This design comes from an exercise in tuning for small area, a short achievable clock period and few clock cycles per item on the open sky130 flow, not from production work. The RTL was checked by simulation tests, not by an equivalence proof against the original design.

==> inputs of run a <==
// sha256_byte_stream_hasher_top
module sha256_byte_stream_hasher_top (
  input  logic        clk_i,
  input  logic        rst_ni,
  input  logic        s_axis_tvalid,
  output logic        s_axis_tready,
  input  logic [7:0]  s_axis_tdata,    
  input  logic        s_axis_tuser,    
  output logic        m_axis_tvalid,
  input  logic        m_axis_tready,
  output logic [31:0] m_axis_tdata,    
  output logic [2:0]  m_axis_tuser,    
  output logic        m_axis_tlast     
);
  logic              q_valid;
  logic              q_ready;
  sha256_pkg::item_t q_item;
  logic              take;
  logic              blk_rdy, blk_first, blk_last;
  logic [15:0][31:0] blk;
  sha256_front u_front (
    .clk_i         (clk_i),
    .rst_ni        (rst_ni),
    .s_axis_tvalid (s_axis_tvalid),
    .s_axis_tready (s_axis_tready),
    .s_axis_tdata  (s_axis_tdata),
    .s_axis_tuser  (s_axis_tuser),
    .q_valid_o     (q_valid),
    .q_item_o      (q_item),
    .q_ready_i     (q_ready)
  );
  sha256_back u_back (
    .clk_i       (clk_i),
    .rst_ni      (rst_ni),
    .q_valid_i   (q_valid),
    .q_item_i    (q_item),
    .q_ready_o   (q_ready),
    .take_i      (take),
    .blk_rdy_o   (blk_rdy),
    .blk_first_o (blk_first),
    .blk_last_o  (blk_last),
    .blk_o       (blk)
  );
  sha256_core u_core (
  ...
Settings: LEC_CHECK=0, CAP_MARGIN=20, CORE_MARGIN=2, CORE_UTILIZATION=50, SETUP_SLACK_MARGIN=5, SLEW_MARGIN=20; clock period 12.0 ns.
standard.sh (not shown) runs the stock make flow with config.mk's settings and CLKGATE_MAP_FILE= SYNTH_SCRIPT=/design/flow/synth_recipe.tcl, a recipe that flattens the netlist after the stock synthesis.
==> flow/flow/run.sh <==
#!/bin/bash
set -euo pipefail
MARGIN=$(cat flow/margin.txt)
sed "s/SETUP_SLACK_MARGIN=[0-9.]*/SETUP_SLACK_MARGIN=${MARGIN}/" standard.sh > standard_margin.sh
bash standard_margin.sh > standard.log 2>&1
==> flow/flow/margin.txt <==
8.5
==> run b: changes against run a <==
--- a/flow/design.v
+++ b/flow/design.v
@@ -25,33 +25,33 @@
   output logic       q_valid_o,
   output sha256_pkg::item_t      q_item_o,
   input  logic       q_ready_i
 );
   logic [8:0]  entry0_q, entry1_q;
   logic        wr_ptr_q, rd_ptr_q;
   logic [1:0]  cnt_q, cnt_d;
-  logic        rdy_q;
+  logic        full_q;
   logic        push, pop;
-  assign s_axis_tready = rdy_q;
-  assign push          = s_axis_tvalid & rdy_q;
+  assign s_axis_tready = ~full_q;
+  assign push          = s_axis_tvalid & ~full_q;
   assign q_valid_o     = (cnt_q != 2'd0);
   assign pop           = q_valid_o & q_ready_i;
   assign q_item_o      = rd_ptr_q ? entry1_q : entry0_q;
   assign cnt_d         = cnt_q + {1'b0, push} - {1'b0, pop};
   always_ff @(posedge clk_i or negedge rst_ni) begin
     if (!rst_ni) begin
       wr_ptr_q <= 1'b0;
       rd_ptr_q <= 1'b0;
       cnt_q    <= 2'd0;
-      rdy_q    <= 1'b1;
+      full_q   <= 1'b0;
     end else begin
       if (push) wr_ptr_q <= ~wr_ptr_q;
       if (pop)  rd_ptr_q <= ~rd_ptr_q;
       cnt_q  <= cnt_d;
-      rdy_q  <= (cnt_d != 2'd2);
+      full_q <= (cnt_d == 2'd2);
     end
   end
   always_ff @(posedge clk_i) begin
     if (push && !wr_ptr_q) entry0_q <= {s_axis_tuser, s_axis_tdata};
     if (push &&  wr_ptr_q) entry1_q <= {s_axis_tuser, s_axis_tdata};
   end
 endmodule
@@ -159,115 +159,96 @@
     endcase
   endfunction
   function automatic logic [31:0] iv(input int i);
     iv = sha256_pkg::SHA_IV[32*i +: 32];
   endfunction
   logic [31:0] a1_q, a2_q, a3_q;
   logic [31:0] e0_q, e1_q, e2_q, e3_q;
-  logic [31:0] t1_q, hkw_q, dhkw_q, kwa_q, kwd_q, k_q;
+  logic [31:0] t1_q, hkw_q, dhkw_q, kw_q;
   logic [15:0][31:0] w_q;
   logic [7:0][31:0]  chain_q;
   logic [5:0]  rnd_q, kidx_q, kidx_d;
-  logic        run_q, fin_q, pre_q, pre_d, mq, mg;
+  logic        run_q, fin_q, pre_q, pre_d;
   logic        hfirst_q, hlast_q;
   logic        obusy_q, ovalid_q, took_q, olast_q;
   logic [2:0]  oidx_q;
   logic        stall, take, ld_iv, last_rnd;
   logic [31:0] h0, h1, h2, h3, h4, h5, h6, h7;
   logic [31:0] s1, ch, esum, tsum, asum, sched;
   logic [31:0] sum1, sum2, sum3;
-  logic [31:0] wsel, xh, xd, ha, hd, hd2;
-  logic        wr_chain, mrg0;
+  logic [31:0] wsel, xh, hh, xd1, xd2;
   always_comb begin
     h0 = hfirst_q ? iv(0) : chain_q[0];
     h1 = hfirst_q ? iv(1) : chain_q[1];
     h2 = hfirst_q ? iv(2) : chain_q[2];
     h3 = hfirst_q ? iv(3) : chain_q[3];
     h4 = hfirst_q ? iv(4) : chain_q[4];
     h5 = hfirst_q ? iv(5) : chain_q[5];
     h6 = hfirst_q ? iv(6) : chain_q[6];
     h7 = hfirst_q ? iv(7) : chain_q[7];
   end
   assign stall    = fin_q & obusy_q;
-  assign last_rnd = run_q & (rnd_q == 6'd63);
-  assign mg       = run_q & (rnd_q == 6'd62) & blk_rdy_i & ~hlast_q & ~obusy_q;
-  assign mrg0     = run_q & (rnd_q == 6'd0) & mq;
-  assign take     = (blk_rdy_i & pre_q & ((fin_q & ~obusy_q) | (~run_q & ~fin_q))) |
-                    (last_rnd & mq);
-  assign wr_chain = (fin_q & ~obusy_q) | mrg0;
+  assign take     = blk_rdy_i & pre_q & ((fin_q & ~obusy_q) | (~run_q & ~fin_q));
   assign ld_iv    = take & blk_first_i;
+  assign last_rnd = run_q & (rnd_q == 6'd63);
   assign take_o   = take;
   assign s1    = big1(e0_q);
   assign ch    = choose(e0_q, e1_q, e2_q);
   assign esum  = dhkw_q + s1 + ch;
   assign tsum  = hkw_q + s1 + ch;
   assign asum  = t1_q + big0(a1_q) + major(a1_q, a2_q, a3_q);
   assign sched = small1(w_q[14]) + w_q[9] + small0(w_q[1]) + w_q[0];
   assign sum1  = a1_q + h1;
   assign sum2  = a2_q + h2;
   assign sum3  = a3_q + h3;
   always_comb begin
-    wsel = (run_q && rnd_q < 6'd62) ? w_q[2] : (kidx_q[0] ? blk_i[1] : blk_i[0]);
-    ha   = 32'h0;
-    hd   = 32'h0;
-    hd2  = 32'h0;
-    if (run_q && rnd_q == 6'd61) begin
-      ha = h0;
-      hd = h4;
-    end else if (mg) begin
-      ha  = h7;
-      hd  = h3;
-      hd2 = h7;
-    end else if (last_rnd && mq) begin
-      hd = h2;
-    end else if (!kidx_q[0] && (last_rnd || !run_q)) begin
-      hd = blk_first_i ? iv(3) : (last_rnd ? h3 : 32'h0);
-    end
+    wsel = (run_q && rnd_q != 6'd63) ? w_q[2] : (kidx_q[0] ? blk_i[1] : blk_i[0]);
     if (run_q) begin
-      xh = e2_q;
-      xd = a2_q;
+      xh  = e2_q;
+      hh  = (rnd_q == 6'd62) ? h0 : 32'h0;
+      xd1 = a2_q;
+      xd2 = (rnd_q == 6'd62) ? h4 : 32'h0;
     end else begin
-      xh = blk_first_i ? iv(7) : e3_q;
-      xd = blk_first_i ? 32'h0 : a3_q;
+      xh  = blk_first_i ? iv(7) : e3_q;
+      hh  = 32'h0;
+      xd1 = blk_first_i ? iv(3) : a3_q;
+      xd2 = (fin_q && !blk_first_i) ? h3 : 32'h0;
     end
   end
   always_comb begin
     pre_d = pre_q;
-    if (last_rnd) pre_d = blk_rdy_i & ~mq;
+    if (last_rnd) pre_d = blk_rdy_i;
     else if (!run_q && !fin_q && blk_rdy_i) pre_d = 1'b1;
     if (take) pre_d = 1'b0;
     if (take) kidx_d = 6'd2;
     else if (run_q) begin
       if (rnd_q == 6'd63) kidx_d = 6'd1;
-      else if (rnd_q == 6'd62) kidx_d = mg ? 6'd1 : 6'd0;
+      else if (rnd_q == 6'd62) kidx_d = 6'd0;
       else kidx_d = kidx_q + 6'd1;
     end else if (fin_q) kidx_d = stall ? 6'd1 : 6'd0;
     else kidx_d = pre_d ? 6'd1 : 6'd0;
   end
   always_ff @(posedge clk_i or negedge rst_ni) begin
     if (!rst_ni) begin
       run_q    <= 1'b0;
       fin_q    <= 1'b0;
       pre_q    <= 1'b0;
       kidx_q   <= 6'd0;
-      mq       <= 1'b0;
       obusy_q  <= 1'b0;
       ovalid_q <= 1'b0;
       took_q   <= 1'b0;
     end else begin
       pre_q  <= pre_d;
       kidx_q <= kidx_d;
-      if (mg) mq <= 1'b1;
-      else if (mrg0) mq <= 1'b0;
       if (take) begin
         run_q <= 1'b1;
       end else if (last_rnd) begin
         run_q <= 1'b0;
       end
-      if (last_rnd && !mq) fin_q <= 1'b1;
+      if (last_rnd) fin_q <= 1'b1;
       else if (fin_q && !stall) fin_q <= 1'b0;
       if (fin_q && !stall && hlast_q) begin
         obusy_q  <= 1'b1;
         ovalid_q <= 1'b1;
       end else begin
         if (ovalid_q && m_axis_tready) begin
           ovalid_q <= 1'b0;
@@ -280,65 +261,60 @@
         end
       end
     end
   end
   always_ff @(posedge clk_i) begin
     if (take) begin
       rnd_q    <= 6'd0;
+      hfirst_q <= blk_first_i;
       hlast_q  <= blk_last_i;
-      if (!mq) hfirst_q <= blk_first_i;
     end else if (run_q) begin
       rnd_q <= rnd_q + 6'd1;
     end
-    if (mrg0) hfirst_q <= 1'b0;
     if (fin_q && !stall && hlast_q) begin
       oidx_q  <= 3'd0;
       olast_q <= 1'b0;
     end else if (took_q) begin
       oidx_q  <= oidx_q + 3'd1;
       olast_q <= (oidx_q == 3'd6);
     end
-    k_q <= round_k(kidx_d);
-    if (!stall) begin
-      kwa_q <= k_q + wsel + ha;
-      kwd_q <= k_q + wsel + hd + hd2;
-    end
-    hkw_q  <= xh + kwa_q;
-    dhkw_q <= xd + xh + kwd_q;
+    if (!stall) kw_q <= round_k(kidx_q) + wsel;
+    hkw_q  <= xh + kw_q + hh;
+    dhkw_q <= xd1 + xd2 + xh + kw_q;
     for (int i = 0; i < 15; i++) w_q[i] <= take ? blk_i[i] : w_q[i+1];
     w_q[15] <= take ? blk_i[15] : sched;
     if (run_q) begin
       t1_q <= tsum;
       e0_q <= esum;
       if (rnd_q == 6'd63) begin
         e1_q <= e0_q + h5;
         e2_q <= e1_q + h6;
         e3_q <= e2_q + h7;
       end else begin
         e1_q <= e0_q;
         e2_q <= e1_q;
         e3_q <= e2_q;
       end
-      a1_q <= (rnd_q == 6'd0 && !mq) ? h0 : asum;
-      a2_q <= mrg0 ? sum1 : a1_q;
-      a3_q <= mrg0 ? sum2 : a2_q;
+      a1_q <= (rnd_q == 6'd0) ? h0 : asum;
+      a2_q <= a1_q;
+      a3_q <= a2_q;
     end else if (ld_iv) begin
       a1_q <= iv(1);
       a2_q <= iv(2);
       a3_q <= iv(3);
       e0_q <= iv(4);
       e1_q <= iv(5);
       e2_q <= iv(6);
       e3_q <= iv(7);
     end else if (fin_q && !stall) begin
       a1_q <= sum1;
       a2_q <= sum2;
       a3_q <= sum3;
     end
-    if (wr_chain) begin
+    if (fin_q && !stall) begin
       chain_q[0] <= asum;
       chain_q[1] <= sum1;
       chain_q[2] <= sum2;
       chain_q[3] <= sum3;
       chain_q[4] <= e0_q;
       chain_q[5] <= e1_q;
       chain_q[6] <= e2_q;
==> flow/flow/margin.txt (replaced) <==
8
==> flow/config.mk (replaced) <==
export PLATFORM = sky130hd
export DESIGN_NAME = sha256_byte_stream_hasher_top
export DESIGN_NICKNAME = sha256_byte_stream_hasher_top
export VERILOG_FILES = /design/flow/design.v
export SDC_FILE = /design/flow/constraint.sdc
export NUM_CORES = 4
export LEC_CHECK = 0
export ABC_CLOCK_PERIOD_IN_PS = 4000
export CAP_MARGIN = 20
export CORE_MARGIN = 2
export CORE_UTILIZATION = 50
export SETUP_SLACK_MARGIN = 5
export SLEW_MARGIN = 20
==> reports/metrics.yaml <==
synth_top_area_share_pct: 34.61
regArea_um2: 47230
start_util_pct: 50.44
filler_cell_count: 15730
layout.cells.most_common_list: "2263 x nand2_1, 1108 x edfxtp_1, 533 x dfxtp_1"
synth_compound_area_share_pct: 12.74
synthesized_net_count: 10430
n_multi_input_combinational_cell: 6952
run_status: "finished clean"
crit_family: "compound AO/OA/AOI/OAI gates"
end_point_of_the_worst_hold_path: "u_core.w_q[225]"
route.final.wire_length_mm: 340.9
cpPeakStageDelay_ns: 0.54
wl_met1_mm: 136.8
final-nonclk-buf-share_pct: 6.307
dpl.hpwl_mm: 225.6
n_sequential_cell: 1777
avgRoutedWirePerCell_um: 26.61
ys_async_sr_fraction_pct: 4.671
the above is filed under run b

==> reports/metrics.yaml <==
synth_compound_area_share_pct: 12.93
wl_met1_mm: 167.3
crit_family: "buffers and inverters"
n_multi_input_combinational_cell: 7434
synthesized_net_count: 10800
dpl.hpwl_mm: 246.8
filler_cell_count: 14800
regArea_um2: 48790
final-nonclk-buf-share_pct: 12.22
ys_async_sr_fraction_pct: 4.560
avgRoutedWirePerCell_um: 29.52
synth_top_area_share_pct: 34.41
run_status: "finished clean"
route.final.wire_length_mm: 411.6
the above is filed under run a

Testbench counts of run a, summed over its fixed seeds: cycles 71,389, bytes 62,794.
Testbench counts of run b, summed over its fixed seeds: cycles 72,300, bytes 62,794.

what the ideal ports hide:
Ports are ideal in the flow. The routed layouts listed here were re-timed in OpenROAD. Step 1: set_driving_cell puts a clkbuf_16 on clk_i and a buf_2 on each other input, an assumption about the parent block. Step 2 moves the port delays by t, midway between the first and last clock arrival at a register: inputs arrive t later, outputs are due t later. That takes back most of the time a late clock gives input paths. Three values: ideal ports, drivers, drivers and shift; two values: the first two.
| run | t, ns | slack for setup (ns) | clock arrival spread, ns | worst slew at a driven data input, ns |
|---|---|---|---|---|
| run a | 0.959 | 5.566 / 5.566 / 5.566 | 0.061 / 0.062 | 0.06 |
| run b | 0.935 | 7.129 / 7.129 / 7.129 | 0.053 / 0.052 | 0.03 |
After both steps every run listed still meets setup and hold.
